Background: an optimization exercise with open tools, aiming at small area. Do not read the settings as production practice.
Only simulation tests tie the RTL to the original design; equivalence was not proved.
Power is estimated from default activity; no workload was simulated.

Design xmit_top, start of the top module:
module xmit_top #(
    parameter int preamble_len = 2,
    parameter int difs_ticks   = 16,
    parameter int slot_ticks   = 4,
    parameter int ack_ticks    = 64
) (
    input  logic       clk,
    input  logic       rst,
    input  logic       xvalid,
    input  logic       xsend,
    input  xmit_pkg::byte_t      xdata,
    output logic       xrdy,
    input  xmit_pkg::byte_t      mac,
    input  logic       cardet,
    input  logic       ack_received,
    input  logic       tick,
    input  logic       mx_rdy,
    output logic       mx_valid,
    output xmit_pkg::byte_t      mx_data,
    output logic       xbusy,
    output logic [3:0] xerrcnt
);
Settings: LEC_CHECK=0, CAP_MARGIN=20, CORE_MARGIN=2, CORE_UTILIZATION=55, CTS_BUF_LIST=sky130_fd_sc_hd__clkbuf_16, CTS_CLUSTER_DIAMETER=90, CTS_CLUSTER_SIZE=27, PLACE_DENSITY=0.65, SLEW_MARGIN=20; clock period 8.0 ns.
standard.sh (not shown) runs the stock make flow with config.mk's settings and CLKGATE_MAP_FILE= SYNTH_SCRIPT=/design/flow/synth_recipe.tcl, a recipe that flattens the netlist after the stock synthesis.
==> flow/flow/run.sh <==
#!/bin/bash
# Own layout flow: the standard synthesis, then an area-oriented re-mapping
# of the combinational logic only (every register instance is kept as it is,
# with its name and cell), then the standard layout steps on that netlist.
# Each tool's full output goes to a log file of its own in the work folder.
set -euo pipefail
W=$PWD
R=$W/orfs/results/$FLOW_PLATFORM/xmit_top/base
LIB=$FLOW_HOME/platforms/$FLOW_PLATFORM/lib/sky130_fd_sc_hd__tt_025C_1v80.lib

# 1. standard synthesis (netlist and its odb)
bash standard.sh synth > $W/flow_1_synth.log 2>&1
cp $R/1_2_yosys.v $W/std_synth.v

# 2. re-map the combinational logic for area
FFS=$(grep -o 'sky130_fd_sc_hd__[a-z0-9_]*' $W/std_synth.v | sort -u | grep -E '__(dfxtp|dfxbp|dfrtp|dfstp|dfrbp|dfsbp|dfbbp|dfbbn|dfrtn|edfxtp|edfxbp|sdf|dlx|dlr)' | tr '\n' ' ')
sed -e "s#@LIB@#$LIB#g" -e "s#@IN@#$W/std_synth.v#g" -e "s#@OUT@#$W/remap.v#g" \
    -e "s#@FFS@#$FFS#g" -e "s#@ABC@#$W/flow/remap.abc#g" $W/flow/remap.ys > $W/remap_run.ys
sed -e "s#@LIB@#$LIB#g" -e "s#@OUT@#$W/remap.v#g" -e "s#@MAP@#$W/flow/mux2i_map.v#g" $W/flow/fix.ys > $W/fix_run.ys
yosys -s $W/remap_run.ys > $W/flow_2_remap.log 2>&1
yosys -s $W/fix_run.ys > $W/flow_2_fix.log 2>&1

# 3. the layout from the re-mapped netlist
cp $W/remap.v $R/1_2_yosys.v
rm -f $R/1_synth.odb $R/1_synth.sdc
bash standard.sh synth > $W/flow_3_synth_odb.log 2>&1
# after global routing, ORFS's power recovery downsizes gates that have slack
RECOVER_POWER=100 bash standard.sh > $W/flow_4_layout.log 2>&1
Other scripts of this flow, unchanged in this note and not shown: flow/flow/fix.ys, flow/flow/mux2i_map.v, flow/flow/remap.abc, flow/flow/remap.ys
The starting point produced a layout that fails on max-capacitance violations, max-slew violations.
Next try:
--- a/flow/flow/run.sh
+++ b/flow/flow/run.sh
@@ -27,2 +27 @@
-# after global routing, ORFS's power recovery downsizes gates that have slack
-RECOVER_POWER=100 bash standard.sh > $W/flow_4_layout.log 2>&1
+bash standard.sh > $W/flow_4_layout.log 2>&1
--- a/flow/config.mk
+++ b/flow/config.mk
@@ -12,2 +12,2 @@
-export CTS_CLUSTER_DIAMETER = 90
-export CTS_CLUSTER_SIZE = 27
+export CTS_CLUSTER_DIAMETER = 80
+export CTS_CLUSTER_SIZE = 24
The changed run went through all stages and came out clean.
Synthesized cell count does not change.
Global-route usage is about the same.
Total power came out higher slightly.
Cell area came out higher slightly.
Count of clock-buffer cells in the layout came out higher by 14.
Non-clock buffer count came out lower by 1.
Sequential share of layout area came out lower by 0.39 points.
Worst setup slack gains 0.77 ns.
Final cell count hardly moves.
Next try:
--- a/flow/config.mk
+++ b/flow/config.mk
@@ -7,0 +8 @@
+export ABC_AREA = 1
@@ -10 +11 @@
-export CORE_UTILIZATION = 55
+export CORE_UTILIZATION = 65
@@ -12,3 +13,3 @@
-export CTS_CLUSTER_DIAMETER = 80
-export CTS_CLUSTER_SIZE = 24
-export PLACE_DENSITY = 0.65
+export CTS_CLUSTER_DIAMETER = 90
+export CTS_CLUSTER_SIZE = 27
+export PLACE_DENSITY = 0.72
Result:
- register-to-register slack improved by 0.27 ns
- design area drops slightly
- global-route usage is higher by 3.4 points
- wire length falls by a little under a tenth
- utilization rises by 10 points
- critical path depth shrinks by 1
- power is lower by a few percent
Next try:
--- a/flow/config.mk
+++ b/flow/config.mk
@@ -8 +7,0 @@
-export ABC_AREA = 1
Outcome: Die area barely changes. Count of clock-buffer cells in the layout is unchanged. Via count goes up by about 1.4%. Utilization goes up by 0.31 points. Total power goes up by about 6%. Clock skew goes down by 0.0038 ns. Global-route usage goes up by 1.1 points. Wire length goes up by about 3%. Cell area goes up by about 0.6%.

[separate check: timing with driven ports]
Ports are ideal in the flow. The routed layouts listed here were re-timed in OpenROAD. Step 1: set_driving_cell puts a clkbuf_16 on clk and a buf_2 on each other input, an assumption about the parent block. Step 2 adds t to the input delays and takes it off the output delays; t is the mean of the earliest and latest rising clock arrival at the registers after step 1. Input paths then give back, and output paths get back, about the clock's delay inside the block. Slacks: ideal / step 1 / step 2; pairs: ideal / step 1.
| run | t, ns | slack for setup (ns) | hold WS [ns] | worst data-port slew with drivers (ns) | pins driven straight from the clock port |
|---|---|---|---|---|---|
| the first run | 0.799 | 1.190 / 1.190 / 0.469 | 0.429 / 0.429 / 0.429 | 0.05 | 1 |
| the second run | 0.818 | 1.958 / 1.958 / 1.958 | 0.426 / 0.426 / 0.426 | 0.05 | 1 |
| the third run | 0.798 | 2.231 / 2.231 / 2.231 | 0.440 / 0.440 / 0.440 | 0.06 | 1 |
| the fourth run | 0.798 | 2.139 / 2.139 / 2.139 | 0.429 / 0.429 / 0.429 | 0.05 | 1 |
The setup slack of the first run, which loses most, moves by 0.000 ns with the drivers and by -0.721 ns with both steps.
